This design comes from an exercise in tuning for small area, a short achievable clock period and few clock cycles on the open sky130 flow, not from production work.
Only simulation tests tie the RTL to the original design; equivalence was not proved.
No activity file was given, so power comes from the tool's default toggle rates.

Setup of v9:
Design matrix_vector_multiply_top, start of the top module:
module matrix_vector_multiply_top
(
    input  logic                 clk,
    input  logic                 rst_n,
    input  logic                 cfg_we,
    input  logic [CFG_IDX_W-1:0] cfg_index,
    input  logic [CFG_W-1:0]     cfg_data,
    input  logic                 in_valid,
    output logic                 in_ready,
    input  logic                 in_cmd,
    input  logic [VALUE_W-1:0]   in_value,
    output logic                 out_valid,
    input  logic                 out_ready,
    output logic [VALUE_W-1:0]   out_row_sum,
    output logic [ROW_W-1:0]     out_row_number,
    output logic                 out_last
);
    logic               e_mat, e_first, e_emit, wr_lo, wr_hi, res_last;
    logic [VALUE_W-1:0] e_value, e_x;
    logic [MAX_DIM-1:0] e_hot;
    logic [ROW_W-1:0]   res_row;
    mvm_ctrl u_ctrl (
        .clk       (clk),
        .rst_n     (rst_n),
        .cfg_we    (cfg_we),
        .cfg_index (cfg_index),
        .cfg_data  (cfg_data),
        .in_valid  (in_valid),
        .in_ready  (in_ready),
        .in_cmd    (in_cmd),
        .in_value  (in_value),
        .res_taken (out_valid && out_ready),
        .e_mat     (e_mat),
        .e_value   (e_value),
        .e_hot     (e_hot),
        .e_first   (e_first),
        .e_emit    (e_emit),
        .wr_lo     (wr_lo),
        .wr_hi     (wr_hi),
        .res_row   (res_row),
        .res_last  (res_last)
    );
    mvm_cell u_store (
        .clk     (clk),
        .wr_lo   (wr_lo),
        .wr_hi   (wr_hi),
        .wr_data (e_value),
        .rd_hot  (e_hot),
        .rd_data (e_x)
    );
    mvm_mac u_mac (
        .clk        (clk),
        .rst_n      (rst_n),
        .e_mat      (e_mat),
        .e_value    (e_value),
        .e_x        (e_x),
        .e_first    (e_first),
        .e_emit     (e_emit),
        .res_row    (res_row),
        .res_last   (res_last),
        .out_valid  (out_valid),
        .out_ready  (out_ready),
  ...
Size: ~87 I/O pins.
export LEC_CHECK = 0
export CAP_MARGIN = 20
export CORE_MARGIN = 2
export CORE_UTILIZATION = 60
export CTS_BUF_LIST = sky130_fd_sc_hd__clkbuf_16
export CTS_CLUSTER_DIAMETER = 80
export CTS_CLUSTER_SIZE = 30
export PLACE_DENSITY = 0.75
export SETUP_SLACK_MARGIN = 5
export SLEW_MARGIN = 20
create_clock -name core_clock -period 9.0 [get_ports {clk}]
standard.sh (not shown) runs the stock make flow with config.mk's settings and CLKGATE_MAP_FILE= SYNTH_SCRIPT=/design/flow/synth_recipe.tcl, a recipe that flattens the netlist after the stock synthesis.
==> flow/flow/run.sh <==
#!/bin/bash
set -euo pipefail
bash standard.sh SETUP_SLACK_MARGIN=5.7 finish > make.log 2>&1
Testbench counts of v9, summed over its fixed seeds: cycles 167,971.
Edits applied to the flow inputs when going from v9 to v22:
Settings: CTS_CLUSTER_SIZE: 30 -> 28; CTS_CLUSTER_DIAMETER: 80 -> 50.
==> flow/flow/run.sh <==
#!/bin/bash
set -euo pipefail
bash standard.sh SETUP_SLACK_MARGIN=5.9 finish > make.log 2>&1
--- outcome ---
- Of v22 and v9, the run reporting the higher path depth of the worst reg2reg path was v9.
- Sequential cell power across v22 and v9: no real change.
- On maximum frequency, v9 beats v22.
- Setup slack: v22 < v9
- On non-clock buffer instance count of the final layout, the higher figure sits with v22, not v9.
- v22: standby leakage power 7.1% above v9
- Time the final worst path needs with I/O delays and setup, v22 and v9: higher on v22
- Sequential cell area: v9 vs v22 — no meaningful difference
- Of v22 and v9, the higher fraction of power consumed by combinational cells belongs to v22.
- v9 consumes less power than v22.
- v22: worst hold slack 0.0039 ns above v9
### v22 -> v20
Settings: CTS_CLUSTER_DIAMETER: 50 -> 80; CTS_CLUSTER_SIZE: 28 -> 30.
==> flow/flow/run.sh <==
#!/bin/bash
set -euo pipefail
bash standard.sh SETUP_SLACK_MARGIN=5.5 finish > make.log 2>&1
==> comparison <==
Diff v20 and v22: share of final-layout standard cells stronger than drive strength 1 higher in v22. Taking v20 over v22, the number of CTS-inserted buffers ratio works out to 0.65. Part of the total power dissipated in combinational logic: v20 lower than v22. v20: routed length per instance 12% below v22. Going from v22 to v20, cell depth of the worst hold path has remained practically unchanged; number of synthesized flops with an enable pin has remained practically unchanged.
Here is what was changed in the inputs of v42 compared with v20.
==> flow/flow/run.sh <==
#!/bin/bash
set -euo pipefail
bash standard.sh SETUP_SLACK_MARGIN=5.6 finish > make.log 2>&1
==> run summary <==
In v42 relative to v20, highest achievable clock rate had gone up slightly. From v20 to v42 the numbers moved as follows: utilization up 0.48 points; first-pass GRT wire length flat. Between v42 and v20, it is v42 whose post-route worst setup slack is higher, by 0.030 ns. Compared with v20, the router placed fewer vias in v42. v42 against v20: aggregate routed wire length has remained practically unchanged, worst setup slack for register-to-register paths has increased.

==> what the ideal ports hide <==
The results above use ideal ports. As a check the final layouts listed here were re-extracted and re-timed, cells and wires unchanged. Step 1, drivers: a clkbuf_16 drives clk and a buf_2 each remaining input, both assumed. Step 2 adds t to the input delays and takes it off the output delays; t is the mean of the earliest and latest rising clock arrival at the registers after step 1. Input paths then give back, and output paths get back, about the clock's delay inside the block. a / b / c = ideal ports / drivers / drivers and shift; a / b = the first two.
run	shift t [ns]	slack for setup (ns)	latest minus earliest clock arrival (ns)	worst register clock-pin slew, ns
v9	0.908	5.375 / 5.375 / 4.877	0.094 / 0.094	0.12 / 0.12
v22	0.977	4.954 / 4.954 / 4.954	0.134 / 0.134	0.11 / 0.11
v20	0.883	5.406 / 5.406 / 4.815	0.090 / 0.090	0.12 / 0.12
v42	0.891	5.435 / 5.435 / 4.866	0.120 / 0.120	0.12 / 0.12
After both steps setup and hold are still met in every run listed. The setup slack of v20, which loses most, moves by 0.000 ns with the drivers and by -0.591 ns with both steps.
